Source: an optimization exercise on an open RTL-to-GDS flow (aim: small area). Production flows keep margins and buffers that such runs may drop. Only simulation tests tie the RTL to the original design; equivalence was not proved. The clock port is modelled as an ideal driver; clocking choices that lean on that would not hold on a real chip. No activity file was given, so power comes from the tool's default toggle rates.

[flow/constraint.sdc]
create_clock -name core_clock -period 15.0 [get_ports {clock}]
set_input_delay 3.0000 -clock core_clock [delete_from_list [all_inputs] [get_ports {clock}]]
set_output_delay 3.0000 -clock core_clock [all_outputs]
set_load 0.01 [all_outputs]
[flow/flow/run.sh]
#!/bin/bash
# Layout flow: the standard flow (standard synthesis unchanged), with
# three changes to how the layout is made:
#  - ports are buffered with the smallest buffer, sky130_fd_sc_hd__buf_1;
#  - clock tree synthesis inserts no dummy loads and routes the clock
#    with double width and spacing (non-default rule);
#  - after clock tree synthesis, flow/downsize.tcl gives logic gates and data
#    buffers a smaller drive strength where slew and timing clearly allow.
# Each step's full output is in orfs/logs/; make's own output is in
# flow_make.log.
set -euo pipefail
here=$(pwd)
export BUFFER_PORTS_ARGS="-buffer_cell sky130_fd_sc_hd__buf_1"
export CTS_ARGS="-sink_clustering_enable -repair_clock_nets -dont_use_dummy_load -sink_clustering_size 32 -sink_clustering_max_diameter 100 -apply_ndr full"
export POST_CTS_TCL="$here/flow/downsize.tcl"
bash standard.sh finish > flow_make.log 2>&1
[flow/design.v]
module cpu_state_core #(
   parameter logic [31:0] RESET_PC   = 32'h0000_0000,
   parameter logic [31:0] IR_RESET   = 32'h0000_0000,
   parameter int          DMEM_DEPTH = 64
) (
   input  logic        clock,
   input  logic        reset,
   input  logic        is_halt,
   input  logic        is_jal,
   input  logic        is_jalr,
   input  logic        branch_taken,
   input  logic [31:0] branch_target,
   input  logic [31:0] jalr_target,
   input  logic [31:0] imm_j,
   output logic [31:0] program_counter_value,
   input  logic [31:0] instruction_in,
   output logic [31:0] instruction_out,
   input  logic        memory_we,
   input  logic [31:0] address,
   input  logic [31:0] write_data,
   output logic [31:0] read_data
);
   localparam int AW = $clog2(DMEM_DEPTH);
   logic [31:0]   r_pc;
   logic [31:0]   r_ir;
   logic [31:0]   w_pc_next;
   logic [AW-1:0] w_index;
   logic          w_unused_addr;
   logic          r_phase;
   logic [31:0]   r_dmem [DMEM_DEPTH];
   logic [31:0]   w_dmem_next [DMEM_DEPTH];
   logic [31:0]   w_col_n;          
   logic [DMEM_DEPTH-1:0] w_wen;    
   logic [DMEM_DEPTH-1:0] w_sel_n;  
   logic [31:0]   w_rd_raw;
   assign w_index       = address[AW+1:2];
   assign w_unused_addr = ^{address[31:AW+2], address[1:0]};
   localparam int PC_SPLIT = 22;
   logic [31:0]        w_pc_addend;
   logic [31:0]        w_pc_sum;
   logic [PC_SPLIT:0]  w_pc_carry;
   logic [31:PC_SPLIT] w_pc_sum0, w_pc_sum1;
   logic [32:PC_SPLIT] w_pc_carry0, w_pc_carry1;
   logic               w_pc_take_sum;
   always_comb begin
      if (is_halt)
         w_pc_addend = 32'd0;
      else if (is_jal)
         w_pc_addend = imm_j;
      else
         w_pc_addend = 32'd4;
   end
   assign w_pc_carry[0] = 1'b0;
   for (genvar k = 0; k < PC_SPLIT; k++) begin : g_pc_add
      cpu_state_core_full_add u_fa (
         .a(r_pc[k]), .b(w_pc_addend[k]), .ci(w_pc_carry[k]),
         .s(w_pc_sum[k]), .co(w_pc_carry[k+1])
      );
   end
   assign w_pc_carry0[PC_SPLIT] = 1'b0;
   assign w_pc_carry1[PC_SPLIT] = 1'b1;
   for (genvar k = PC_SPLIT; k < 32; k++) begin : g_pc_add_hi
      cpu_state_core_full_add u_fa0 (
         .a(r_pc[k]), .b(w_pc_addend[k]), .ci(w_pc_carry0[k]),
         .s(w_pc_sum0[k]), .co(w_pc_carry0[k+1])
      );
      cpu_state_core_full_add u_fa1 (
         .a(r_pc[k]), .b(w_pc_addend[k]), .ci(w_pc_carry1[k]),
         .s(w_pc_sum1[k]), .co(w_pc_carry1[k+1])
      );
   end
   assign w_pc_sum[31:PC_SPLIT] = w_pc_carry[PC_SPLIT] ? w_pc_sum1 : w_pc_sum0;
   assign w_pc_take_sum = is_halt | is_jal | (~is_jalr & ~branch_taken);
   always_comb begin
      if (w_pc_take_sum)
         w_pc_next = w_pc_sum;
      else if (is_jalr)
         w_pc_next = {jalr_target[31:1], 1'b0};
      else
         w_pc_next = branch_target;
   end
   always_ff @(posedge clock) begin
      if (reset) begin
         r_pc <= RESET_PC;
         r_ir <= IR_RESET;
      end else begin
         r_pc <= w_pc_next;
         r_ir <= instruction_in;
      end
   end
   always_ff @(posedge clock)
      r_phase <= reset | ~r_phase;
   assign w_col_n = ~(write_data ^ {32{r_phase}}) | {32{reset | ~memory_we}};
   always_comb begin
      for (int w = 0; w < DMEM_DEPTH; w++) begin
         w_sel_n[w] = w_index != AW'(w);
         w_wen[w]   = reset | (memory_we & (w_index == AW'(w)));
      end
   end
   for (genvar w = 0; w < DMEM_DEPTH; w++) begin : g_word
      cpu_state_core_word_next u_next (
         .q(r_dmem[w]), .wen(w_wen[w]), .sel_n(w_sel_n[w]), .col_n(w_col_n),
         .d(w_dmem_next[w])
      );
   end
   always_ff @(posedge clock) begin
      for (int w = 0; w < DMEM_DEPTH; w++)
         r_dmem[w] <= w_dmem_next[w];
   end
   for (genvar b = 0; b < 32; b++) begin : g_rd
      logic [DMEM_DEPTH-1:0] w_col;
      for (genvar w = 0; w < DMEM_DEPTH; w++) begin : g_w
         assign w_col[w] = r_dmem[w][b];
      end
      cpu_state_core_read_bit #(.N(DMEM_DEPTH)) u_rd (
         .q(w_col), .sel_n(w_sel_n), .d(w_rd_raw[b])
      );
   end
   assign program_counter_value = r_pc;
   assign instruction_out       = r_ir;
   assign read_data             = ~(w_rd_raw ^ {32{r_phase}});
endmodule
module cpu_state_core_word_next (
   input  logic [31:0] q,
   input  logic        wen,
   input  logic        sel_n,
   input  logic [31:0] col_n,
   output logic [31:0] d
);
   assign d = ~((q | {32{wen}}) & (col_n | {32{sel_n}}));
endmodule
module cpu_state_core_read_bit #(
   parameter int N = 64
) (
   input  logic [N-1:0] q,
   input  logic [N-1:0] sel_n,
   output logic         d
);
   localparam int P = (N + 1) / 2;
   logic [2*P-1:0] w_q, w_sel_n;
   logic [P-1:0]   w_pair_n;
   assign w_q     = (2*P)'(q);
   assign w_sel_n = {{(2*P-N){1'b1}}, sel_n};
   for (genvar p = 0; p < P; p++) begin : g_pair
      cpu_state_core_read_pair u_pair (
         .q(w_q[2*p +: 2]), .sel_n(w_sel_n[2*p +: 2]), .d_n(w_pair_n[p])
      );
   end
   assign d = ~|w_pair_n;
endmodule
module cpu_state_core_read_pair (
   input  logic [1:0] q,
   input  logic [1:0] sel_n,
   output logic       d_n
);
   assign d_n = ~((q[0] | sel_n[0]) & (q[1] | sel_n[1]));
endmodule
module cpu_state_core_full_add (
   input  logic a,
   input  logic b,
   input  logic ci,
   output logic s,
   output logic co
);
   assign {co, s} = {1'b0, a} + {1'b0, b} + {1'b0, ci};
endmodule
[flow/standard.sh]
#!/bin/bash
# synth_recipe.tcl (not shown) runs the flow's synth.tcl, then flattens the netlist and writes it again
# the make line also repeats each setting of config.mk as NAME=value (left out here)
make -C /OpenROAD-flow-scripts/flow DESIGN_CONFIG=/design/flow/config.mk WORK_HOME=/design/flow/orfs CLKGATE_MAP_FILE= SYNTH_SCRIPT=/design/flow/synth_recipe.tcl "${@:-finish}"
[flow/flow/downsize.tcl]
# Sourced at the end of clock tree synthesis (POST_CTS_TCL): gives logic gates
# and data buffers a smaller drive strength where that is clearly safe.
# Each candidate is swapped to the next smaller strength and kept only if,
# with placement parasitics, the slew at its output and at every pin of its
# output net stays under 0.75 ns (half the library's limit) and the worst
# setup slack stays above 1 ns. Clock cells and flip-flops are left alone.
# Global routing's own repair steps run afterwards as usual.
set_propagated_clock [all_clocks]
estimate_parasitics -placement

proc downsize_ok { inst } {
  foreach pin [get_pins -of_objects $inst -filter "direction==output"] {
    foreach p [get_pins -of_objects [get_nets -of_objects $pin]] {
      if { [get_property $p slew_max] > 0.75 } { return 0 }
    }
  }
  return [expr {[sta::worst_slack_cmd max] > 1e-9}]
}

set saved 0.0
set n 0
set order {16 12 8 6 4 2 1 0}
foreach inst [get_cells *] {
  set ref [get_property $inst ref_name]
  if { ![regexp {^sky130_fd_sc_hd__([a-z0-9]+)_([0-9]+)$} $ref -> base drive] } { continue }
  if { [regexp {^(clkbuf|clkinv|clkdly|dly|df|edf|sdf|sedf|dl|conb|tap|fill|decap|diode|lpflow)} $base] } { continue }
  set i [lsearch $order $drive]
  if { $i < 0 } { continue }
  foreach d [lrange $order [expr {$i + 1}] end] {
    set cand [get_lib_cells -quiet sky130_fd_sc_hd__${base}_$d]
    if { $cand == "" } { continue }
    set a_old [get_property [get_lib_cells $ref] area]
    set a_new [get_property $cand area]
    if { $a_new >= $a_old } { continue }
    replace_cell $inst $cand
    if { [downsize_ok $inst] } {
      set saved [expr {$saved + $a_old - $a_new}]
      incr n
      set ref [get_property $inst ref_name]
    } else {
      replace_cell $inst [get_lib_cells $ref]
      break
    }
  }
}
puts "downsize.tcl: $n swaps, $saved um^2 less"
[flow/config.mk]
export PLATFORM = sky130hd
export DESIGN_NAME = cpu_state_core
export DESIGN_NICKNAME = cpu_state_core
export VERILOG_FILES = /design/flow/design.v
export SDC_FILE = /design/flow/constraint.sdc
export NUM_CORES = 4
export LEC_CHECK = 0
export CAP_MARGIN = 20
export CORE_MARGIN = 2
export CORE_UTILIZATION = 60
export CTS_CLUSTER_DIAMETER = 100
export CTS_CLUSTER_SIZE = 32
export SLEW_MARGIN = 20
export SYNTH_HIERARCHICAL = 1
==> impl_metrics.csv, run 1 <==
group,metric,value,unit
layout,final_area,73760,sq um
synthesis,syn_avg_cell_area,11.01,sq um
sta,setup-tns-final,0,ns
power_and_ir_drop,ir_drop,0.1069,mV
grt,grt.met3_usage,0.06203,
hold_path,hold_path_depth,1,
synthesis,seq_area_frac_synth,0.5951,
synthesis,synth_top_area_share,0.5951,
die,rows,126,
clocking,path_clk_slew,0.11,ns
outcome,status,"finished clean",
run,drv_cap,0,
layout,stdcell_count,8089,
place,preCtsSetupSlack,1.757,ns
layout,final_util,0.6263,
synthesis,synth_flop_cell,"dfxtp_1",
clocking,cts_tree,"built",
place,place_congestion,0.9699,
detailed_routing,vias_per_cell,7.220,
sta,timing.final.ws_setup,2.446,ns
detailed_routing,ant_nets,0,
sta,skew,0.03330,ns
power_and_ir_drop,powerDensity,133.8,nW/um^2
die,io_pins,295,
sta,slew_headroom,0.1686,
worst_setup_path,path_delay_family,"adder cells",
grt,grt_pass1_wl,332100,um
sta,worstMarginPinSlew,1.236,ns
detailed_routing,dr.pass1.iters,6,
grt,grt_max_degree,67,
place,portBuffers,267,
detailed_routing,dr_total_vias,58400,
worst_setup_path,cp.arrival,13.13,ns
power_and_ir_drop,netSwitchingPower,2.512,mW
worst_setup_path,r2r-end,"r_pc[26]$_SDFF_PP0_",
place,placedCellCount,8009,
worst_setup_path,path_buf_inv,1,
worst_setup_path,slowest_stage,"fa_1",
synthesis,ys_seq_elements,2113,
clocking,clock_sinks,2113,
sta,fin_crit_sh,0.8370,
sta,rsz0062_at_grt,"false",
detailed_routing,drtIter0Drc,6281,
worst_setup_path,cp-end-kind,"flop",
synthesis,yosysMostFrequentCell,"o22ai_1",
power_and_ir_drop,total_power,9.866,mW
die,core_area,117800,sq um
worst_setup_path,r2r_start,"r_pc[0]$_SDFF_PP0_",
worst_setup_path,r2r_cells,25,
die,die_width,348.2,um
layout,final_layout_size_suffix_gt1_frac,0.04473,
power_and_ir_drop,combPwrFrac,0.104,
grt,top_usage_layer,"met2",
place,place_area,72180,sq um
sta,holdWs,0.4487,ns
grt,grt_overflow,0,
synthesis,synth_edf_count,0,
sta,hold_viol,0,
grt,grt_use_met2,0.5619,
power_and_ir_drop,seqPwrFrac,0.636,
die,die-area,121200,sq um
synthesis,ys_top_cells_by_count,"3,072 x o22ai_1, 2,113 x dfxtp_1, 224 x nor4_1",
detailed_routing,drt_wl_total,223900,um
place,hpwlAfterDp,125300,um
detailed_routing,drc,0,
worst_setup_path,crit_type,"input pin to flop",
synthesis,yosysWarnings,10,
grt,met1_usage,0.4548,
sta,report.final.slew_viol_count,0,
worst_setup_path,startpoint_type,"input pin",
clocking,insertion_delay,0.70,ns
synthesis,syn_inst,6456,
detailed_routing,wl_per_cell,27.67,um
synthesis,synth_top_area_cell,"dfxtp_1",
grt,antenna_found_initial,10,
synthesis,async_reset_ff_frac,0,
hold_path,whs_endpoint,"r_dmem[49][11]$_DFF_P_",
power_and_ir_drop,p_leak,26.75,nW
layout,final_nets,6794,
worst_setup_path,critPathMostFrequentCell,"fa_1",
synthesis,synth_area_leaders,"dfxtp_1 60%, o22ai_1 27%, buf_6 3.1%",
worst_setup_path,crit_fanout,20,
synthesis,synth_area,71090,sq um
die,fp.dieH,348.2,um
sta,fmax,79.65,MHz
power_and_ir_drop,clock_power_share,0.260,
grt,gr-usage-all-layers,0.3547,
die,start_util,0.6036,
hold_path,hold_path_startpoint,"r_dmem[49][11]$_DFF_P_",
power_and_ir_drop,swShare,0.2546,
layout,areaGrowthSynthToFinish,3.763,%
worst_setup_path,slowest_delay,0.68,ns
worst_setup_path,cp_data_required_time,15.57,ns
sta,fin_crit,12.55,ns
hold_path,min_path_type,"flop to flop",
sta,setup_viol,0,
synthesis,synthDistinctLibCells,33,
worst_setup_path,r2r_setup_slack,4.88,ns
power_and_ir_drop,p_int,7.354,mW
grt,grt_pass1_vias,54190,
kinds of logic after synthesis:
logic type / Yosys count / synth area share
and+or+nand+nor: 559 / 0.04747
DFF: 2113 / 0.5951
buffers and inverters: 444 / 0.04995
muxes: 31 / 0.004365
AOI/OAI and AO/OA: 3201 / 0.2833
other: 2 / 0.0001056
xor gates and xnor gates: 64 / 0.007885
adders and majority gates: 42 / 0.01183
per-module statistics from Yosys, one instance, submodules excluded, excerpt:
module	cells	flops+latches
cpu_state_core	2606	2113
cpu_state_core_read_pair	1	0
cpu_state_core_full_add	1	0
cpu_state_core_word_next	38	0
how the worst max path moves through the flow:
stage / start / to / slack (ns) / cells after the start
global placement: is_jal / r_pc[31]$_SDFF_PP0_ / 1.91 / 28
finish: is_jal / r_pc[26]$_SDFF_PP0_ / 2.45 / 28
floorplan: is_jal / r_pc[30]$_SDFF_PP0_ / 2.31 / 29
detailed placement: is_halt / r_pc[30]$_SDFF_PP0_ / 1.76 / 27
global route: is_halt / r_pc[26]$_SDFF_PP0_ / 2.01 / 28
routing by layer:
metal | vias up | wire length [um]
li1 | 26490 | -
met1 | 28910 | 89150
met2 | 2514 | 101900
met3 | 478 | 17660
met4 | 6 | 15150
met5 | - | 36
area by class of cell:
type | instances | area (sq um)
Fill cell | 9940 | 44000
Sequential cell | 2113 | 42300
Multi-Input combinational cell | 3900 | 25260
Timing Repair Buffer | 461 | 2370
Tap cell | 1536 | 1922
Clock buffer | 76 | 1902
Antenna cell | 2 | 5.005
Inverter | 1 | 3.754
registers in the layout (all words and copies together) (netlist names):
register,cells
r_ir,32
r_phase,1
r_pc,32
r_dmem,2048
power by group through the flow:
stage	registers (mW)	clock network (mW)	logic [mW]
final	6.28	2.57	1.02
after global placement	6.38	0	0.966
after global routing	6.33	2.77	1.07
after floorplan	6.36	0	0.682
after detailed placement	6.40	0	0.996
cells in the final DEF, fill, tap and decap left out, types with 2 or more instances in the layout:
cell type and n:
nor2b_1 45, buf_2 7, nor2_1 43, dfxtp_1 2112, a21oi_1 23, o22ai_1 3072, xor2_1 32, nor4_2 34
nand2_2 7, nor3_1 4, a221oi_1 10, conb_1 3, clkbuf_16 76, buf_4 158, fa_1 42, nand2_1 91
buf_12 2, mux2i_1 31, buf_1 292, diode_2 2, a21o_1 64, nor3_2 3, and2_1 34, nand2b_1 5
nor4_1 223, xnor2_1 32, nand4_1 64, a211oi_1 31
==> inputs of run 2 (changes only) <==
--- a/flow/config.mk
+++ b/flow/config.mk
@@ -8,7 +8,8 @@
 export CAP_MARGIN = 20
 export CORE_MARGIN = 2
-export CORE_UTILIZATION = 60
+export CORE_UTILIZATION = 75
 export CTS_CLUSTER_DIAMETER = 100
 export CTS_CLUSTER_SIZE = 32
+export PLACE_DENSITY = 0.85
 export SLEW_MARGIN = 20
 export SYNTH_HIERARCHICAL = 1
==> impl_metrics.csv, run 2 <==
group,metric,value,unit
outcome,status,"finished clean",
grt,antenna_found_initial,9,
hold_path,hold_path_startpoint,"r_dmem[24][6]$_DFF_P_",
power_and_ir_drop,netSwitchingPower,2.525,mW
die,die-area,97260,sq um
sta,setup-tns-final,0,ns
synthesis,yosysWarnings,10,
place,preCtsSetupSlack,1.600,ns
detailed_routing,ant_nets,0,
sta,setup_viol,0,
synthesis,synth_area_leaders,"dfxtp_1 60%, o22ai_1 27%, buf_6 3.1%",
hold_path,hold_path_depth,1,
synthesis,synth_top_area_cell,"dfxtp_1",
die,die_width,311.9,um
layout,seqCellArea,42300,sq um
sta,report.final.slew_viol_count,0,
detailed_routing,drtIter0Drc,8311,
sta,hold_viol,0,
power_and_ir_drop,powerDensity,134.7,nW/um^2
die,io_pins,295,
grt,gr-usage-all-layers,0.4422,
power_and_ir_drop,ir_drop,0.1191,mV
worst_setup_path,r2r_setup_slack,4.89,ns
synthesis,seq_area_frac_synth,0.5951,
detailed_routing,wl_per_cell,28.96,um
layout,final_nets,6783,
detailed_routing,vias_per_cell,7.896,
power_and_ir_drop,clock_power_share,0.257,
synthesis,ys_seq_elements,2113,
synthesis,ys_top_cells_by_count,"3,072 x o22ai_1, 2,113 x dfxtp_1, 224 x nor4_1",
layout,areaGrowthSynthToFinish,3.151,%
worst_setup_path,r2r-end,"r_pc[26]$_SDFF_PP0_",
die,rows,112,
place,portBuffers,267,
synthesis,synth_area,71090,sq um
place,place_congestion,0.9790,
layout,nFillCells,6260,
detailed_routing,dr_total_vias,61590,
sta,fin_crit_sh,0.8531,
power_and_ir_drop,p_leak,26.71,nW
detailed_routing,drt_wl_total,225900,um
synthesis,async_reset_ff_frac,0,
worst_setup_path,cp.arrival,13.37,ns
clocking,cts_tree,"built",
layout,largest_reg_flops,2048,
clocking,insertion_delay,0.70,ns
sta,fmax,78.15,MHz
worst_setup_path,cp_data_required_time,15.58,ns
synthesis,synthDistinctLibCells,33,
synthesis,synth_edf_count,0,
layout,final_layout_size_suffix_gt1_frac,0.04511,
clocking,path_clk_slew,0.12,ns
die,start_util,0.7594,
worst_setup_path,crit_fanout,31,
layout,multi_input_area,25250,sq um
sta,slew_headroom,0.05080,
grt,grt_pass1_vias,58490,
layout,final_util,0.7833,
synthesis,synth_top_area_share,0.5951,
worst_setup_path,crit_type,"input pin to flop",
power_and_ir_drop,p_int,7.352,mW
sta,timing.final.ws_setup,2.204,ns
sta,rsz0062_at_grt,"false",
sta,worstMarginPinSlew,1.411,ns
worst_setup_path,r2r_cells,24,
layout,final_common_cell,"o22ai_1",
layout,regMostFlops,"r_dmem",
detailed_routing,drc,0,
layout,top_regs,"r_dmem: 2048 flops, r_ir: 32 flops, r_pc: 32 flops",
sta,fin_crit,12.80,ns
power_and_ir_drop,combPwrFrac,0.106,
power_and_ir_drop,seqPwrFrac,0.637,
run,drv_cap,0,
grt,grt_overflow,0,
synthesis,synth_flop_cell,"dfxtp_1",
grt,grt_pass1_wl,336300,um
worst_setup_path,cp-end-kind,"flop",
synthesis,syn_inst,6456,
synthesis,syn_avg_cell_area,11.01,sq um
die,fp.dieH,311.9,um
hold_path,whs_endpoint,"r_dmem[24][6]$_DFF_P_",
worst_setup_path,startpoint_type,"input pin",
worst_setup_path,r2r_start,"r_pc[0]$_SDFF_PP0_",
place,hpwlAfterDp,126400,um
hold_path,min_path_type,"flop to flop",
power_and_ir_drop,swShare,0.2556,
synthesis,yosysMostFrequentCell,"o22ai_1",
sta,skew,0.05032,ns
detailed_routing,dr.pass1.iters,9,
die,core_area,93610,sq um
clocking,clock_sinks,2113,
layout,final_cell_mix,"3,072 x o22ai_1, 2,112 x dfxtp_1, 281 x buf_1",
grt,grt_max_degree,67,
[run 2: cell types whose count changed in the layout (fill, tap and decap cells not counted), sizes merged]
cell    before  now
buf        459  446
diode        2    6
clkbuf      78   80
[run 2: through the flow]
stage	hold WS [ns]	cell area (sq um)	power (mW)	cells
6_report	0.4491	73330	9.877	7800
5_1_grt	0.4595	73320	10.13	7796
3_5_place_dp	0.4377	71740	7.398	7716
3_3_place_gp	0.4296	71740	7.326	7716
2_1_floorplan	0.4225	71090	7.039	6457
[run 2: worst max path at each step]
stage | start | to | slack, ns | depth (start not counted)
after detailed placement | is_jal | r_pc[26]$_SDFF_PP0_ | 1.60 | 28
after global placement | is_jal | r_pc[30]$_SDFF_PP0_ | 1.73 | 28
after global routing | is_jal | r_pc[22]$_SDFF_PP0_ | 1.84 | 29
after floorplan | is_jal | r_pc[30]$_SDFF_PP0_ | 2.31 | 29
final | is_jal | r_pc[26]$_SDFF_PP0_ | 2.20 | 28
[run 2: cell families after synthesis]
| kind of cell | after synthesis | share of synthesized area |
|---|---|---|
| AOI/OAI and AO/OA | 3201 | 0.2833 |
| xor gates and xnor gates | 64 | 0.007885 |
| adders and majority gates | 42 | 0.01183 |
| buffers and inverters | 444 | 0.04995 |
| DFF | 2113 | 0.5951 |
| muxes | 31 | 0.004365 |
| other | 2 | 0.0001056 |
| and+or+nand+nor | 559 | 0.04747 |
[run 2: area by class of cell]
type                       instances  share of cell area
sequential                      2113              0.5769
clock buffer                      76             0.02594
timing repair buffer             450             0.03107
antenna                            6           0.0002048
inverter                           1          0.00005119
tap                             1254             0.02140
multi-input combinational       3900              0.3444
[run 2: worst max-delay path: stages]
cell and delay, ns:
buf_1 0.12, nor2b_1 0.14, buf_2 0.26, and2_1 0.24, fa_1 0.40, fa_1 0.38
fa_1 0.39, fa_1 0.39, fa_1 0.39, fa_1 0.39, fa_1 0.39, fa_1 0.41
fa_1 0.39, fa_1 0.41, fa_1 0.41, fa_1 0.41, fa_1 0.40, fa_1 0.41
fa_1 0.43, fa_1 0.41, fa_1 0.41, fa_1 0.40, fa_1 0.39, fa_1 0.39
fa_1 0.39, fa_1 0.68, a221oi_1 0.42, a211oi_1 0.09
[run 2: per-layer routing]
layer,GRT usage,wire [um]
met1,0.5516,80350
met2,0.6469,97120
met3,0.1163,27960
met4,0.3617,20440
met5,0,37
[run 2: power by group through the flow]
stage               Sequential [mW]  Combinational (mW)  Clock [mW]
floorplan                      6.36               0.682           0
global placement               6.38               0.946           0
detailed placement             6.41               0.985           0
global route                   6.34                1.07        2.71
finish                         6.30                1.04        2.54
[run 2: Yosys stat by module, one instance, submodules excluded, a selection]
module	area, sq um	times used
cpu_state_core	45420	1
cpu_state_core_word_next	251.5	64
cpu_state_core_full_add	20.02	42
cpu_state_core_read_pair	6.256	1024
==> inputs of run 3 (changes only) <==
--- a/flow/design.v
+++ b/flow/design.v
@@ -42,5 +42,4 @@
    logic [31:PC_SPLIT] w_pc_sum0, w_pc_sum1;
    logic [32:PC_SPLIT] w_pc_carry0, w_pc_carry1;
-   logic               w_pc_take_sum;
    always_comb begin
       if (is_halt)
@@ -71,21 +70,18 @@
    end
    assign w_pc_sum[31:PC_SPLIT] = w_pc_carry[PC_SPLIT] ? w_pc_sum1 : w_pc_sum0;
-   assign w_pc_take_sum = is_halt | is_jal | (~is_jalr & ~branch_taken);
-   always_comb begin
-      if (w_pc_take_sum)
-         w_pc_next = w_pc_sum;
-      else if (is_jalr)
-         w_pc_next = {jalr_target[31:1], 1'b0};
+   logic w_pc_sel_sum, w_pc_sel_jalr, w_pc_sel_branch;
+   assign w_pc_sel_sum    = ~reset & (is_halt | is_jal | (~is_jalr & ~branch_taken));
+   assign w_pc_sel_jalr   = ~reset & ~is_halt & ~is_jal & is_jalr;
+   assign w_pc_sel_branch = ~reset & ~is_halt & ~is_jal & ~is_jalr & branch_taken;
+   assign w_pc_next = ({32{w_pc_sel_sum}}    & w_pc_sum) |
+                      ({32{w_pc_sel_jalr}}   & {jalr_target[31:1], 1'b0}) |
+                      ({32{w_pc_sel_branch}} & branch_target) |
+                      ({32{reset}}           & RESET_PC);
+   always_ff @(posedge clock) begin
+      r_pc <= w_pc_next;
+      if (reset)
+         r_ir <= IR_RESET;
       else
-         w_pc_next = branch_target;
-   end
-   always_ff @(posedge clock) begin
-      if (reset) begin
-         r_pc <= RESET_PC;
-         r_ir <= IR_RESET;
-      end else begin
-         r_pc <= w_pc_next;
          r_ir <= instruction_in;
-      end
    end
    always_ff @(posedge clock)
--- a/flow/config.mk
+++ b/flow/config.mk
@@ -8,8 +8,7 @@
 export CAP_MARGIN = 20
 export CORE_MARGIN = 2
-export CORE_UTILIZATION = 75
+export CORE_UTILIZATION = 60
 export CTS_CLUSTER_DIAMETER = 100
 export CTS_CLUSTER_SIZE = 32
-export PLACE_DENSITY = 0.85
 export SLEW_MARGIN = 20
 export SYNTH_HIERARCHICAL = 1
==> impl_metrics.csv, run 3 <==
group,metric,value,unit
place,placedCellCount,7992,
worst_setup_path,crit_type,"input pin to flop",
sta,report.final.slew_viol_count,0,
synthesis,synth_edf_count,0,
synthesis,syn_inst,6423,
die,rows,126,
worst_setup_path,slowest_stage,"fa_1",
hold_path,min_path_type,"flop to flop",
clocking,cts_tree,"built",
synthesis,synth_top_area_cell,"dfxtp_1",
sta,fin_crit,12.30,ns
sta,timing.final.ws_setup,2.703,ns
sta,rsz0062_at_grt,"false",
power_and_ir_drop,seqPwrFrac,0.634,
worst_setup_path,crit_fanout,10,
synthesis,synthDistinctLibCells,33,
synthesis,seq_area_frac_synth,0.5958,
grt,gr-usage-all-layers,0.3771,
die,core_area,117800,sq um
sta,setup-tns-final,0,ns
layout,areaGrowthSynthToFinish,3.805,%
sta,holdWs,0.4435,ns
grt,antenna_found_initial,9,
clocking,path_clk_slew,0.06,ns
outcome,status,"finished clean",
layout,final_cell_mix,"3,082 x o22ai_1, 2,112 x dfxtp_1, 305 x buf_1",
synthesis,synth_flop_cell,"dfxtp_1",
sta,worstMarginPinSlew,1.357,ns
synthesis,async_reset_ff_frac,0,
layout,nFillCells,9959,
grt,grt_overflow,0,
die,start_util,0.6028,
layout,top_regs,"r_dmem: 2048 flops, r_ir: 32 flops, r_pc: 32 flops",
layout,regMostFlops,"r_dmem",
worst_setup_path,cp_data_required_time,15.50,ns
layout,final_layout_size_suffix_gt1_frac,0.04945,
worst_setup_path,startpoint_type,"input pin",
sta,fmax,81.32,MHz
power_and_ir_drop,combPwrFrac,0.105,
sta,fin_crit_sh,0.8198,
power_and_ir_drop,total_power,9.900,mW
detailed_routing,ant_nets,0,
synthesis,syn_avg_cell_area,11.05,sq um
synthesis,synth_top_area_share,0.5958,
run,drv_cap,0,
die,die_width,348.0,um
die,io_pins,295,
sta,hold_viol,0,
place,hpwlAfterDp,134900,um
grt,grt_pass1_vias,54290,
detailed_routing,wl_per_cell,29.42,um
sta,slew_headroom,0.08713,
power_and_ir_drop,powerDensity,134.3,nW/um^2
clocking,clock_sinks,2113,
synthesis,yosysMostFrequentCell,"o22ai_1",
worst_setup_path,slowest_delay,0.68,ns
sta,setup_viol,0,
grt,grt_max_degree,65,
synthesis,yosysWarnings,10,
power_and_ir_drop,p_leak,26.60,nW
synthesis,synth_area,70990,sq um
power_and_ir_drop,clock_power_share,0.261,
power_and_ir_drop,p_int,7.347,mW
grt,grt_pass1_wl,347500,um
worst_setup_path,cp-end-kind,"flop",
detailed_routing,vias_per_cell,7.310,
place,preCtsSetupSlack,2.045,ns
layout,final_common_cell,"o22ai_1",
worst_setup_path,cp.arrival,12.79,ns
clocking,insertion_delay,0.72,ns
place,place_congestion,0.9067,
layout,final_nets,6775,
detailed_routing,drt_wl_total,237500,um
detailed_routing,drc,0,
power_and_ir_drop,ir_drop,0.1091,mV
detailed_routing,dr_total_vias,58990,
power_and_ir_drop,netSwitchingPower,2.553,mW
layout,largest_reg_flops,2048,
power_and_ir_drop,swShare,0.2579,
die,die-area,121100,sq um
worst_setup_path,critPathMostFrequentCell,"fa_1",
synthesis,ys_top_cells_by_count,"3,082 x o22ai_1, 2,113 x dfxtp_1, 224 x nor4_1",
place,portBuffers,267,
sta,skew,0.05692,ns
layout,stdcell_count,8070,
detailed_routing,drtIter0Drc,6791,
die,fp.dieH,348.0,um
worst_setup_path,r2r_setup_slack,5.10,ns
synthesis,ys_seq_elements,2113,
detailed_routing,dr.pass1.iters,6,
synthesis,synth_area_leaders,"dfxtp_1 60%, o22ai_1 27%, buf_6 3.0%",
[run 3: cell count changes in the layout (fill, tap and decap cells not counted), sizes merged, moves of 4 or more]
cell,previous run,this run
a22oi,0,31
mux2i,31,10
o22ai,3072,3082
diode,6,2
a21oi,23,1
a211oi,31,0
nand2,98,102
a221oi,10,0
buf,446,470
o2bb2ai,0,22
nor2b,46,37
[run 3: power groups by stage]
stage               sequential (mW)  combinational (mW)  clock (mW)
floorplan                      6.35               0.673           0
global placement               6.38               0.989           0
detailed placement             6.40                1.02           0
global route                   6.33                1.09        2.79
finish                         6.28                1.04        2.58
[run 3: per-module statistics from Yosys, one instance, submodules excluded, excerpt]
module | cells | area (sq um)
cpu_state_core_read_pair | 1 | 6.256
cpu_state_core_full_add | 1 | 20.02
cpu_state_core | 2573 | 45330
cpu_state_core_word_next | 38 | 251.5
[run 3: cell families after synthesis]
family	synth area share
xor+xnor	0.007896
flops	0.5958
fa+ha+maj	0.01184
compound gates	0.2846
simple gates	0.04873
buf+inv	0.04956
other cells	0.0001058
mux	0.001410
[run 3: final cells by class]
type                    count  area (sq um)  area share
clock buffers              76          1902     0.02581
inverters                   2         7.507   0.0001019
well taps                1536          1922     0.02608
multi-input cells        3870         25210      0.3421
diodes                      2         5.005  0.00006791
repair buffers            471          2341     0.03177
flip-flops and latches   2113         42300      0.5741
[run 3: final timing paths]
check	startpoint	end	cells past startpoint
setup / recovery	is_jal	r_pc[28]$_DFF_P_	27
hold / removal	r_dmem[29][16]$_DFF_P_	r_dmem[29][16]$_DFF_P_	1
setup reg to reg	r_pc[0]$_DFF_P_	r_pc[28]$_DFF_P_	24
hold reg to reg	r_dmem[29][16]$_DFF_P_	r_dmem[29][16]$_DFF_P_	1
[run 3: routing by layer]
layer | vias to the layer above | GRT usage | routed length (um)
li1 | 26390 | - | -
met1 | 29380 | 0.4881 | 95010
met2 | 2690 | 0.5948 | 106200
met3 | 522 | 0.08026 | 22000
met4 | 10 | 0.1991 | 14190
met5 | - | 0 | 62
[run 3: stage by stage]
| step | area [sq um] | utilization |
|---|---|---|
| final | 73690 | 0.6258 |
| after detailed placement | 72270 | 0.6137 |
| after floorplan | 71000 | - |
| after global placement | 72210 | 0.6131 |
| after global routing | 73690 | 0.6257 |
[run 3: worst max-delay path: cells and delay by family]
family | cells | cell delay, ns
adder cells (fa/ha/maj) | 22 | 8.96
AND/OR/NAND/NOR | 2 | 0.33
buffers and inverters | 1 | 0.13
AO/OA/AOI/OAI | 1 | 0.10
multiplexers | 1 | 0.26
==> inputs of run 4 (changes only) <==
--- a/flow/design.v
+++ b/flow/design.v
@@ -36,5 +36,5 @@
    assign w_index       = address[AW+1:2];
    assign w_unused_addr = ^{address[31:AW+2], address[1:0]};
-   localparam int PC_SPLIT = 22;
+   localparam int PC_SPLIT = 24;
    logic [31:0]        w_pc_addend;
    logic [31:0]        w_pc_sum;
@@ -88,8 +88,20 @@
       r_phase <= reset | ~r_phase;
    assign w_col_n = ~(write_data ^ {32{r_phase}}) | {32{reset | ~memory_we}};
+   localparam int LW = AW / 2;
+   localparam int HW = AW - LW;
+   logic [(1<<LW)-1:0] w_dec_lo, w_dec_lo_wen;
+   logic [(1<<HW)-1:0] w_dec_hi, w_dec_hi_wen;
    always_comb begin
+      for (int i = 0; i < (1 << LW); i++) begin
+         w_dec_lo[i]     = w_index[LW-1:0] == LW'(i);
+         w_dec_lo_wen[i] = w_dec_lo[i] | reset;
+      end
+      for (int i = 0; i < (1 << HW); i++) begin
+         w_dec_hi[i]     = w_index[AW-1:LW] == HW'(i);
+         w_dec_hi_wen[i] = (w_dec_hi[i] & memory_we) | reset;
+      end
       for (int w = 0; w < DMEM_DEPTH; w++) begin
-         w_sel_n[w] = w_index != AW'(w);
-         w_wen[w]   = reset | (memory_we & (w_index == AW'(w)));
+         w_sel_n[w] = ~(w_dec_hi[w >> LW] & w_dec_lo[w & ((1 << LW) - 1)]);
+         w_wen[w]   = w_dec_hi_wen[w >> LW] & w_dec_lo_wen[w & ((1 << LW) - 1)];
       end
    end
==> impl_metrics.csv, run 4 <==
group,metric,value,unit
layout,nFillCells,9861,
detailed_routing,vias_per_cell,7.272,
synthesis,yosysMostFrequentCell,"o22ai_1",
detailed_routing,ant_nets,0,
grt,grt_pass1_wl,332700,um
power_and_ir_drop,p_leak,25.87,nW
sta,rsz0062_at_grt,"false",
synthesis,synth_top_area_share,0.5988,
grt,grt_overflow,0,
layout,final_nets,6736,
synthesis,ys_seq_elements,2113,
synthesis,synth_flop_cell,"dfxtp_1",
worst_setup_path,r2r_setup_slack,4.32,ns
synthesis,async_reset_ff_frac,0,
detailed_routing,dr.pass1.iters,6,
grt,grt_pass1_vias,53880,
detailed_routing,drc,0,
synthesis,yosysWarnings,10,
layout,regMostFlops,"r_dmem",
die,die_width,347.1,um
sta,timing.final.ws_setup,1.945,ns
worst_setup_path,cp_data_required_time,15.49,ns
synthesis,synth_area,70640,sq um
layout,areaGrowthSynthToFinish,3.811,%
sta,fin_crit,13.06,ns
layout,final_area,73340,sq um
die,core_area,116500,sq um
synthesis,synthDistinctLibCells,35,
layout,largest_reg_flops,2048,
layout,final_layout_size_suffix_gt1_frac,0.04758,
worst_setup_path,cp-end-kind,"flop",
outcome,status,"finished clean",
worst_setup_path,crit_type,"input pin to flop",
layout,final_common_cell,"o22ai_1",
power_and_ir_drop,powerDensity,145.9,nW/um^2
detailed_routing,dr_total_vias,58350,
grt,gr-usage-all-layers,0.3584,
sta,skew,0.06165,ns
clocking,cts_tree,"built",
hold_path,min_path_type,"flop to flop",
synthesis,ys_top_cells_by_count,"3,080 x o22ai_1, 2,113 x dfxtp_1, 224 x nor4_1",
worst_setup_path,slowest_delay,0.61,ns
die,rows,125,
synthesis,synth_area_leaders,"dfxtp_1 60%, o22ai_1 27%, buf_6 3.1%",
worst_setup_path,crit_fanout,8,
place,placedCellCount,7942,
sta,worstMarginPinSlew,1.201,ns
clocking,insertion_delay,0.71,ns
place,hpwlAfterDp,127500,um
sta,holdWs,0.4454,ns
detailed_routing,wl_per_cell,28.19,um
power_and_ir_drop,ir_drop,0.1155,mV
layout,stdcell_count,8023,
grt,grt_max_degree,65,
sta,setup-tns-final,0,ns
sta,hold_viol,0,
place,portBuffers,267,
synthesis,synth_top_area_cell,"dfxtp_1",
sta,fmax,76.60,MHz
place,preCtsSetupSlack,1.344,ns
layout,top_regs,"r_dmem: 2048 flops, r_ir: 32 flops, r_pc: 32 flops",
sta,setup_viol,0,
sta,slew_headroom,0.1919,
layout,multi_input_area,25060,sq um
synthesis,seq_area_frac_synth,0.5988,
place,place_congestion,0.9534,
layout,seqCellArea,42300,sq um
detailed_routing,drt_wl_total,226200,um
die,die-area,120500,sq um
run,drv_cap,0,
detailed_routing,drtIter0Drc,6414,
grt,antenna_found_initial,11,
worst_setup_path,critPathMostFrequentCell,"fa_1",
worst_setup_path,startpoint_type,"input pin",
die,io_pins,295,
sta,fin_crit_sh,0.8703,
worst_setup_path,slowest_stage,"fa_1",
synthesis,synth_edf_count,0,
synthesis,syn_inst,6418,
die,start_util,0.6063,
clocking,clock_sinks,2113,
synthesis,syn_avg_cell_area,11.01,sq um
power_and_ir_drop,total_power,10.70,mW
die,fp.dieH,347.1,um
layout,final_cell_mix,"3,080 x o22ai_1, 2,112 x dfxtp_1, 282 x buf_1",
clocking,path_clk_slew,0.05,ns
worst_setup_path,cp.arrival,13.54,ns
sta,report.final.slew_viol_count,0,
layout,final_util,0.6294,
place,place_area,71860,sq um
run 4: path summary, 6_finish.rpt:
| check | from | end | cells past startpoint |
|---|---|---|---|
| worst min-delay path | r_dmem[34][19]$_DFF_P_ | r_dmem[34][19]$_DFF_P_ | 1 |
| worst min register to register | r_dmem[34][19]$_DFF_P_ | r_dmem[34][19]$_DFF_P_ | 1 |
| worst max-delay path | is_jal | r_pc[27]$_DFF_P_ | 29 |
| worst max register to register | r_pc[0]$_DFF_P_ | r_pc[27]$_DFF_P_ | 26 |
run 4: metal layers:
metal | GRT usage | routed length, um
met2 | 0.5673 | 101900
met3 | 0.05609 | 17670
met1 | 0.4599 | 90190
met5 | 0 | 64
met4 | 0.2263 | 16340
run 4: area by class of cell:
cell class | instances | area share
tap | 1524 | 0.02600
multi-input combinational | 3872 | 0.3417
inverter | 2 | 0.0001024
antenna | 4 | 0.0001365
clock buffer | 76 | 0.02593
timing repair buffer | 432 | 0.02931
sequential | 2113 | 0.5769
run 4: cells by family (layout without fill, tap and decap cells):
group / after synthesis / after routing / synth area share
buffers and inverters: 434 / 510 / 0.05005
other: 2 / 7 / 0.0001063
XOR/XNOR: 64 / 64 / 0.007935
flip-flops: 2113 / 2113 / 0.5988
adder cells (fa/ha/maj): 40 / 40 / 0.01134
multiplexers: 8 / 8 / 0.001134
AND/OR/NAND/NOR: 611 / 611 / 0.05055
AO/OA/AOI/OAI: 3146 / 3146 / 0.2801
run 4: Yosys stat by module (local to each module, per instance), a selection:
| module | copies in the design | area (sq um) | flip-flops and latches | cells |
|---|---|---|---|---|
| cpu_state_core | 1 | 45020 | 2113 | 2570 |
| cpu_state_core_word_next | 64 | 251.5 | 0 | 38 |
| cpu_state_core_full_add | 40 | 20.02 | 0 | 1 |
| cpu_state_core_read_pair | 1024 | 6.256 | 0 | 1 |
run 4: power by group:
part	switching [mW]	leakage [nW]	internal (mW)
sequential	0.410	17.8	6.42
combinational	0.773	7.14	0.532
clock	1.64	0.937	0.924
total	2.82	25.9	7.88
run 4: worst max-delay path: cells and delay by family:
family	cells	cell delay, ns
adders and majority gates	24	9.76
and+or+nand+nor	2	0.33
muxes	1	0.23
buffers and inverters	1	0.13
AOI/OAI and AO/OA	1	0.11
==> inputs of run 5 (changes only) <==
--- a/flow/flow/run.sh
+++ b/flow/flow/run.sh
@@ -12,5 +12,5 @@
 here=$(pwd)
 export BUFFER_PORTS_ARGS="-buffer_cell sky130_fd_sc_hd__buf_1"
-export CTS_ARGS="-sink_clustering_enable -repair_clock_nets -dont_use_dummy_load -sink_clustering_size 32 -sink_clustering_max_diameter 100 -apply_ndr full"
+export CTS_ARGS="-sink_clustering_enable -repair_clock_nets -dont_use_dummy_load -sink_clustering_size 30 -sink_clustering_max_diameter 100 -apply_ndr full"
 export POST_CTS_TCL="$here/flow/downsize.tcl"
 bash standard.sh finish > flow_make.log 2>&1
--- a/flow/config.mk
+++ b/flow/config.mk
@@ -10,5 +10,5 @@
 export CORE_UTILIZATION = 60
 export CTS_CLUSTER_DIAMETER = 100
-export CTS_CLUSTER_SIZE = 32
+export CTS_CLUSTER_SIZE = 30
 export SLEW_MARGIN = 20
 export SYNTH_HIERARCHICAL = 1
==> impl_metrics.csv, run 5 <==
group,metric,value,unit
layout,nFillCells,9843,
clocking,cts_tree,"built",
detailed_routing,dr.pass1.iters,6,
worst_setup_path,r2r_start,"r_pc[0]$_DFF_P_",
detailed_routing,wl_per_cell,28.23,um
power_and_ir_drop,total_power,10.76,mW
die,die-area,120500,sq um
layout,final_util,0.6303,
die,fp.dieH,347.1,um
place,place_congestion,0.9534,
synthesis,syn_avg_cell_area,11.01,sq um
worst_setup_path,cp.arrival,13.51,ns
layout,final_cell_mix,"3,080 x o22ai_1, 2,112 x dfxtp_1, 282 x buf_1",
sta,skew,0.04016,ns
clocking,insertion_delay,0.72,ns
grt,grt_pass1_vias,53940,
power_and_ir_drop,p_int,7.920,mW
grt,antenna_found_initial,12,
worst_setup_path,cp_data_required_time,15.53,ns
worst_setup_path,crit_type,"input pin to flop",
place,placedCellCount,7942,
sta,timing.final.ws_setup,2.020,ns
clocking,path_clk_slew,0.11,ns
layout,largest_reg_flops,2048,
synthesis,synthDistinctLibCells,35,
synthesis,synth_top_area_cell,"dfxtp_1",
worst_setup_path,path_delay_family,"adder cells",
worst_setup_path,critPathMostFrequentCell,"fa_1",
sta,fmax,77.04,MHz
worst_setup_path,crit_fanout,8,
synthesis,yosysMostFrequentCell,"o22ai_1",
run,drv_cap,0,
detailed_routing,drt_wl_total,226600,um
layout,final_area,73440,sq um
worst_setup_path,crit_start,"is_jal",
synthesis,synth_top_area_share,0.5988,
die,core_area,116500,sq um
power_and_ir_drop,p_leak,25.92,nW
synthesis,synth_flop_cell,"dfxtp_1",
grt,gr-usage-all-layers,0.3586,
power_and_ir_drop,swShare,0.2642,
synthesis,yosysWarnings,10,
worst_setup_path,slowest_stage,"fa_1",
sta,hold_viol,0,
die,io_pins,295,
sta,setup_viol,0,
worst_setup_path,r2r_cells,26,
grt,grt_pass1_wl,332700,um
synthesis,synth_edf_count,0,
worst_setup_path,slowest_delay,0.61,ns
synthesis,async_reset_ff_frac,0,
synthesis,synth_area,70640,sq um
power_and_ir_drop,ir_drop,0.1017,mV
hold_path,hold_path_startpoint,"r_dmem[38][10]$_DFF_P_",
power_and_ir_drop,clock_power_share,0.244,
grt,grt_overflow,0,
die,die_width,347.1,um
sta,worstMarginPinSlew,1.255,ns
power_and_ir_drop,netSwitchingPower,2.843,mW
detailed_routing,drc,0,
layout,final_nets,6740,
power_and_ir_drop,combPwrFrac,0.121,
layout,areaGrowthSynthToFinish,3.959,%
sta,setup-tns-final,0,ns
layout,regMostFlops,"r_dmem",
layout,seqCellArea,42300,sq um
layout,final_common_cell,"o22ai_1",
clocking,clock_sinks,2113,
layout,top_regs,"r_dmem: 2048 flops, r_ir: 32 flops, r_pc: 32 flops",
worst_setup_path,path_buf_inv,1,
layout,multi_input_area,25060,sq um
place,preCtsSetupSlack,1.344,ns
sta,holdWs,0.4487,ns
power_and_ir_drop,seqPwrFrac,0.635,
sta,fin_crit,12.98,ns
sta,fin_crit_sh,0.8653,
detailed_routing,ant_nets,0,
hold_path,min_path_type,"flop to flop",
synthesis,ys_seq_elements,2113,
die,start_util,0.6063,
synthesis,seq_area_frac_synth,0.5988,
sta,rsz0062_at_grt,"false",
worst_setup_path,r2r-end,"r_pc[31]$_DFF_P_",
die,rows,125,
worst_setup_path,startpoint_type,"input pin",
place,portBuffers,267,
synthesis,syn_inst,6418,
detailed_routing,dr_total_vias,58220,
synthesis,ys_top_cells_by_count,"3,080 x o22ai_1, 2,113 x dfxtp_1, 224 x nor4_1",
hold_path,whs_endpoint,"r_dmem[38][10]$_DFF_P_",
place,place_area,71860,sq um
worst_setup_path,cp-end-kind,"flop",
power_and_ir_drop,powerDensity,146.6,nW/um^2
place,hpwlAfterDp,127500,um
grt,grt_max_degree,65,
sta,report.final.slew_viol_count,0,
layout,final_layout_size_suffix_gt1_frac,0.04801,
detailed_routing,vias_per_cell,7.252,
outcome,status,"finished clean",
layout,stdcell_count,8028,
synthesis,synth_area_leaders,"dfxtp_1 60%, o22ai_1 27%, buf_6 3.1%",
detailed_routing,drtIter0Drc,6263,
hold_path,hold_path_depth,1,
sta,slew_headroom,0.1559,
worst_setup_path,r2r_setup_slack,4.42,ns
[run 5: changes by cell type in the layout (fill, tap and decap cells not counted), sizes merged]
cell	delta
clkbuf	+4
diode	+1
[run 5: cell families (layout without fill, tap and decap cells)]
logic type | count (synthesis) | after routing | share of synthesized area
other cells | 2 | 8 | 0.0001063
buf+inv | 434 | 514 | 0.05005
xor+xnor | 64 | 64 | 0.007935
flops | 2113 | 2113 | 0.5988
mux | 8 | 8 | 0.001134
compound gates | 3146 | 3146 | 0.2801
fa+ha+maj | 40 | 40 | 0.01134
simple gates | 611 | 611 | 0.05055
[run 5: how the worst max path moves through the flow]
stage                  endpoint  slack (ns)  cells past startpoint
2_1_floorplan  r_pc[24]$_DFF_P_        1.79                     30
3_3_place_gp   r_pc[27]$_DFF_P_        1.42                     29
3_5_place_dp   r_pc[26]$_DFF_P_        1.34                     29
5_1_grt        r_pc[27]$_DFF_P_        1.77                     29
6_report       r_pc[31]$_DFF_P_        2.02                     29
[run 5: power groups by stage]
stage                     logic [mW]  registers, mW  clock network (mW)
after floorplan                0.911           6.86                   0
after global placement          1.23           6.91                   0
after detailed placement        1.28           6.95                   0
after global routing            1.38           6.92                2.84
final                           1.30           6.83                2.63
[run 5: area by class of cell]
type                       count  share of cell area
antenna                        5           0.0001704
timing repair buffer         432             0.02927
sequential                  2113              0.5760
inverter                       2           0.0001022
tap                         1524             0.02596
multi-input combinational   3872              0.3412
clock buffer                  80             0.02726
[run 5: layer usage]
metal | wire, um | track usage | vias up
li1 | - | - | 26290
met1 | 90320 | 0.4589 | 28730
met2 | 101400 | 0.5616 | 2646
met3 | 17700 | 0.05598 | 548
met4 | 17090 | 0.2430 | 14
met5 | 89 | 0 | -
[run 5: modules after synthesis, one instance, submodules excluded, a selection]
module	cell area (sq um)	copies in the design	cells inside
cpu_state_core_full_add	20.02	40	1
cpu_state_core	45020	1	2570
cpu_state_core_word_next	251.5	64	38
cpu_state_core_read_pair	6.256	1024	1

-- re-timing with driven ports --
No port has a modelled driver above. Below, the same layouts with a new extraction and two added sets of constraints.
Step 1 assumes that a clkbuf_16 drives the clock port and a buf_2 every other input.
Step 2 also shifts input and output timing later by t, the mid clock arrival at the registers, as if the neighbouring blocks saw the same clock.
Slacks: ideal / step 1 / step 2; pairs: ideal / step 1.
run	t (ns)	setup slack, ns	hold slack, ns
run 1	0.776	2.446 / 2.504 / 1.728	0.449 / 0.449 / 0.449
run 2	0.786	2.204 / 2.271 / 1.485	0.449 / 0.449 / 0.449
run 3	0.770	2.703 / 2.764 / 1.994	0.443 / 0.443 / 0.443
run 4	0.758	1.945 / 1.984 / 1.227	0.445 / 0.445 / 0.445
run 5	0.778	2.020 / 2.062 / 1.284	0.449 / 0.449 / 0.449
After both steps every run listed still meets setup and hold. For run 5, which loses most, drivers alone change the setup slack by +0.042 ns; drivers and shift together by -0.736 ns.
